This design comes from an exercise in tuning for small area and a short achievable clock period on the open sky130 flow, not from production work. Function was checked by simulation only, so behaviour that the tests miss may differ from the original. Power figures rest on the tool's default switching activity, not on a simulated workload.

## rev 12
==> module sync_fifo, before the edit <==
module sync_fifo #(
    parameter int WIDTH      = 34,
    parameter int DEPTH      = 16,
    parameter int AFULL      = 14,
    parameter bit NEVER_FULL = 1'b0      
) (
    input  wire              clk,
    input  wire              rst,
    input  wire              i_wr_en,       
    input  wire [WIDTH-1:0]  i_din,
    output logic             o_afull,       
    output logic [WIDTH-1:0] out_data,
    output logic             out_valid,
    input  wire              out_pop        
);
    localparam int PW = $clog2(DEPTH);
    localparam int CW = $clog2(DEPTH + 1);
    logic [WIDTH-1:0] mem [DEPTH];
    logic [PW-1:0]    wr_ptr;       
    logic [DEPTH-1:0] rd_oh;
    logic [CW-1:0]    total;        
    logic             space;        
    logic             push;
    logic [CW-1:0]    total_inc;
    logic [CW-1:0]    total_dec;
    logic             total_le1;
    logic             afull_now;
    logic             afull_dec;
    assign total_inc = total + 1'b1;
    assign total_dec = total - 1'b1;
    assign total_le1 = (total <= CW'(1));
    assign afull_now = (total >= CW'(AFULL));
    assign afull_dec = (total >= CW'(AFULL + 1));
    assign space  = NEVER_FULL ? 1'b1 : ((total != DEPTH) | out_pop);
    assign push   = i_wr_en & space;
    always_comb
    begin
        out_data = '0;
        for (int i = 0; i < DEPTH; i++)
            out_data = out_data | (mem[i] & {WIDTH{rd_oh[i]}});
    end
    always_ff @(posedge clk)
    begin
        if (NEVER_FULL ? i_wr_en : space)
            mem[wr_ptr] <= i_din;
    end
    always_ff @(posedge clk)
    begin
        if (rst)
        begin
            wr_ptr    <= '0;
            rd_oh     <= {{(DEPTH-1){1'b0}}, 1'b1};
            total     <= '0;
            out_valid <= 1'b0;
            o_afull   <= 1'b0;
        end
        else
        begin
            if (push)
                wr_ptr <= (wr_ptr == PW'(DEPTH - 1)) ? '0 : wr_ptr + 1'b1;
            if (out_pop)
                rd_oh <= {rd_oh[DEPTH-2:0], rd_oh[DEPTH-1]};
            case ({push, out_pop})
                2'b10:   total <= total_inc;
                2'b01:   total <= total_dec;
                default: total <= total;
            endcase
            out_valid <= out_pop ? ~total_le1 : (total != '0);
            o_afull   <= out_pop ? afull_dec : afull_now;
        end
    end
endmodule
==> module cmd_fifo, before the edit <==
module cmd_fifo #(
    parameter int WIDTH  = 40,              
    parameter int HWIDTH = 50,              
    parameter int DEPTH  = 16
) (
    input  wire               clk,
    input  wire               rst,
    input  wire               i_wr_en,      
    input  wire [WIDTH-1:0]   i_din,
    output logic [WIDTH-1:0]  o_slot_data,  
    input  wire [HWIDTH-1:0]  i_head_din,   
    output logic [HWIDTH-1:0] out_data,
    output logic             out_valid,
    input  wire              out_pop
);
    localparam int SLOTS = DEPTH - 1;
    localparam int PW    = $clog2(SLOTS);
    logic [WIDTH-1:0] mem [SLOTS];
    logic [PW-1:0]    wr_ptr;
    logic [SLOTS-1:0] rd_oh;
    logic [PW-1:0]    n_slots;      
    logic             slots_nz;
    logic             space;
    logic             push;
    logic             hload;
    logic [WIDTH-1:0] rd_data;
    assign hload = (~out_valid | out_pop) & slots_nz;
    assign space = (n_slots != PW'(SLOTS)) | out_pop;
    assign push  = i_wr_en & space;
    always_comb
    begin
        rd_data = '0;
        for (int i = 0; i < SLOTS; i++)
            rd_data = rd_data | (mem[i] & {WIDTH{rd_oh[i]}});
    end
    always_ff @(posedge clk)
    begin
        if (space)
            mem[wr_ptr] <= i_din;
    end
    assign o_slot_data = rd_data;
    always_ff @(posedge clk)
    begin
        if (hload)
            out_data <= i_head_din;
    end
    logic [PW-1:0] n_inc;
    logic [PW-1:0] n_dec;
    logic          n_le1;
    assign n_inc = n_slots + 1'b1;
    assign n_dec = n_slots - 1'b1;
    assign n_le1 = (n_slots <= PW'(1));
    always_ff @(posedge clk)
    begin
        if (rst)
        begin
            wr_ptr    <= '0;
            rd_oh     <= {{(SLOTS-1){1'b0}}, 1'b1};
            n_slots   <= '0;
            slots_nz  <= 1'b0;
            out_valid <= 1'b0;
        end
        else
        begin
            if (push)
                wr_ptr <= (wr_ptr == PW'(SLOTS - 1)) ? '0 : wr_ptr + 1'b1;
            if (hload)
                rd_oh <= {rd_oh[SLOTS-2:0], rd_oh[SLOTS-1]};
            case ({push, hload})
                2'b10:   n_slots <= n_inc;
                2'b01:   n_slots <= n_dec;
                default: n_slots <= n_slots;
            endcase
            slots_nz  <= push | (hload ? ~n_le1 : slots_nz);
            out_valid <= hload | (out_valid & ~out_pop);
        end
    end
endmodule
Settings: LEC_CHECK=0, CAP_MARGIN=20, CORE_MARGIN=2, CORE_UTILIZATION=60, CTS_CLUSTER_DIAMETER=100, CTS_CLUSTER_SIZE=20, SETUP_SLACK_MARGIN=4.0, SLEW_MARGIN=20; clock period 7.0 ns.
run.sh (not shown) runs the stock make flow with config.mk's settings and CLKGATE_MAP_FILE= SYNTH_SCRIPT=/design/flow/synth_recipe.tcl, a recipe that flattens the netlist after the stock synthesis.
Edits applied to the flow inputs when going from rev 12 to rev 13:
--- a/flow/design.v
+++ b/flow/design.v
@@ -66,16 +66,8 @@
     logic [DEPTH-1:0] rd_oh;
     logic [CW-1:0]    total;        
+    logic [CW-1:0]    remain;       
     logic             space;        
     logic             push;
-    logic [CW-1:0]    total_inc;
-    logic [CW-1:0]    total_dec;
-    logic             total_le1;
-    logic             afull_now;
-    logic             afull_dec;
-    assign total_inc = total + 1'b1;
-    assign total_dec = total - 1'b1;
-    assign total_le1 = (total <= CW'(1));
-    assign afull_now = (total >= CW'(AFULL));
-    assign afull_dec = (total >= CW'(AFULL + 1));
+    assign remain = total - {{(CW-1){1'b0}}, out_pop};
     assign space  = NEVER_FULL ? 1'b1 : ((total != DEPTH) | out_pop);
     assign push   = i_wr_en & space;
@@ -107,11 +99,7 @@
             if (out_pop)
                 rd_oh <= {rd_oh[DEPTH-2:0], rd_oh[DEPTH-1]};
-            case ({push, out_pop})
-                2'b10:   total <= total_inc;
-                2'b01:   total <= total_dec;
-                default: total <= total;
-            endcase
-            out_valid <= out_pop ? ~total_le1 : (total != '0);
-            o_afull   <= out_pop ? afull_dec : afull_now;
+            total     <= remain + {{(CW-1){1'b0}}, push};
+            out_valid <= (remain != '0);
+            o_afull   <= (remain >= AFULL);
         end
     end
@@ -163,10 +151,6 @@
             out_data <= i_head_din;
     end
-    logic [PW-1:0] n_inc;
-    logic [PW-1:0] n_dec;
-    logic          n_le1;
-    assign n_inc = n_slots + 1'b1;
-    assign n_dec = n_slots - 1'b1;
-    assign n_le1 = (n_slots <= PW'(1));
+    logic [PW-1:0] n_next;
+    assign n_next = n_slots - PW'(hload) + PW'(push);
     always_ff @(posedge clk)
     begin
@@ -185,10 +169,6 @@
             if (hload)
                 rd_oh <= {rd_oh[SLOTS-2:0], rd_oh[SLOTS-1]};
-            case ({push, hload})
-                2'b10:   n_slots <= n_inc;
-                2'b01:   n_slots <= n_dec;
-                default: n_slots <= n_slots;
-            endcase
-            slots_nz  <= push | (hload ? ~n_le1 : slots_nz);
+            n_slots   <= n_next;
+            slots_nz  <= (n_next != '0);
             out_valid <= hload | (out_valid & ~out_pop);
         end
### Flow results
Rev 13 finished every step from synthesis to the final layout, and the layout passed the timing, DRC and antenna checks. Final critical-path share of the clock period was lower in the run labelled rev 12. Diff rev 13..rev 12 | buffer and inverter count on the worst path | unchanged. On met2 routed wirelength, rev 13 and rev 12 are basically level. Comparing rev 13 and rev 12, register share of the cell area is higher on rev 12. Rev 13 vs. rev 12: clock network power share shrank by 9.4 points; actual transition at the worst max-transition pin shows an increase of 0.032 ns; gate count after technology mapping held. On tightest slew margin relative to the limit, rev 13 does worse than rev 12. Rev 13 ended up with a higher design area than rev 12 did.


Another version of the RTL of fifo_net_top (not shown whole).
Size: ~4,800 cells after synthesis, roughly 1,900 flip-flops, roughly 73,000 um2 of cells after synthesis.
// fifo_net_top
module fifo_net_top #(
    parameter logic [7:0] DEVICE_ID     = 8'd0,
    parameter logic [7:0] VERSION_MAJOR = 8'd0,
    parameter logic [7:0] VERSION_MINOR = 8'd0,
    parameter int         FIFO_DEPTH    = 16
) (
    input  wire         clk,
    input  wire         rst,
    input  wire  [63:0] i_rx_data,
    input  wire         i_rx_valid,
    output logic [31:0] o_tlp_data,
    output logic        o_tlp_last,
    output logic        o_tlp_valid,
    input  wire  [31:0] i_tlp_in_data,
    input  wire         i_tlp_in_last,
    input  wire         i_tlp_in_valid,
    output logic        o_tlp_in_ready,
    output logic [31:0] o_tx_data,
    output logic [1:0]  o_tx_ctx,
    output logic        o_tx_valid,
    input  wire         i_tx_ready,
    output logic [15:0] o_subsys_vend_id,
    output logic [15:0] o_vend_id,
    output logic [15:0] o_dev_id,
    output logic [7:0]  o_rev_id
);
Settings: LEC_CHECK=0, CAP_MARGIN=20, CORE_MARGIN=2, CORE_UTILIZATION=60, CTS_CLUSTER_DIAMETER=100, CTS_CLUSTER_SIZE=20, SETUP_SLACK_MARGIN=4.0, SLEW_MARGIN=20; clock period 7.0 ns.
Rerun with:
--- a/flow/design.v
+++ b/flow/design.v
@@ -76,13 +76,13 @@
         out_data = '0;
         for (int i = 0; i < DEPTH; i++)
             out_data = out_data | (mem[i] & {WIDTH{rd_oh[i]}});
     end
     always_ff @(posedge clk)
     begin
-        if (space)
+        if (NEVER_FULL ? i_wr_en : space)
             mem[wr_ptr] <= i_din;
     end
     always_ff @(posedge clk)
     begin
         if (rst)
         begin
@@ -92,13 +92,13 @@
             out_valid <= 1'b0;
             o_afull   <= 1'b0;
         end
         else
         begin
             if (push)
-                wr_ptr <= wr_ptr + 1'b1;
+                wr_ptr <= (wr_ptr == PW'(DEPTH - 1)) ? '0 : wr_ptr + 1'b1;
             if (out_pop)
                 rd_oh <= {rd_oh[DEPTH-2:0], rd_oh[DEPTH-1]};
             total     <= remain + {{(CW-1){1'b0}}, push};
             out_valid <= (remain != '0);
             o_afull   <= (remain >= AFULL);
         end
@@ -401,13 +401,13 @@
         else
             uptime <= ((uptime + 1'b1) & ~up_mask) | (up_val & up_mask);
     end
     logic [22:0] resp_entry;
     logic [22:0] resp_head;
     assign resp_entry = {ro_in, addr[15], addr[4:0], ro_in ? {rd_lo, rd_hi} : {6'd0, addr[14:5]}};
-    sync_fifo #(.WIDTH(23), .DEPTH(FIFO_DEPTH), .AFULL(FIFO_DEPTH - 2), .NEVER_FULL(1'b1)) u_resp_fifo (
+    sync_fifo #(.WIDTH(23), .DEPTH(FIFO_DEPTH - 1), .AFULL(FIFO_DEPTH - 2), .NEVER_FULL(1'b1)) u_resp_fifo (
         .clk       (clk),
         .rst       (rst),
         .i_wr_en   (is_read),
         .i_din     (resp_entry),
         .o_afull   (resp_afull),
         .out_data  (resp_head),
Outcome: Worst setup slack loses 48 ps; clock-buffer cell count falls by 2; wire length climbs by 0.43%; register-to-register slack loses 20 ps; total power fell by 2.3%; utilization rose by 0.19 points; final area stays flat; synthesized cell count came out higher by 0.82%; global-route usage is about the same.

==> static timing again, ports no longer ideal <==
In the flow no input, the clock included, has a driving cell. The finished layouts below were timed again as built, in two steps. Step 1 (the two cells are an assumption about what drives the block):
set clk [get_ports {clk}]
set_driving_cell -lib_cell sky130_fd_sc_hd__clkbuf_16 $clk
set_driving_cell -lib_cell sky130_fd_sc_hd__buf_2 [delete_from_list [all_inputs] $clk]
Step 2 also shifts input and output timing later by t, the mid clock arrival at the registers, as if the neighbouring blocks saw the same clock. a / b / c = ideal ports / drivers / drivers and shift; a / b = the first two.
| run | t (ns) | slack for setup (ns) | worst setup path after step 2 | clock arrival spread, ns |
|---|---|---|---|---|
| rev 12 | 0.803 | 3.748 / 3.697 / 3.264 | input to register | 0.040 / 0.041 |
| rev 13 | 0.807 | 3.726 / 3.675 / 3.099 | input to register | 0.054 / 0.054 |
| the first run of note 2 | 0.805 | 3.683 / 3.615 / 2.987 | input to register | 0.050 / 0.050 |
| the second run of note 2 | 0.805 | 3.635 / 3.619 / 2.877 | input to register | 0.046 / 0.046 |
After both steps setup and hold are still met in every run listed. The setup slack of the second run of note 2, which loses most, moves by -0.016 ns with the drivers and by -0.758 ns with both steps.
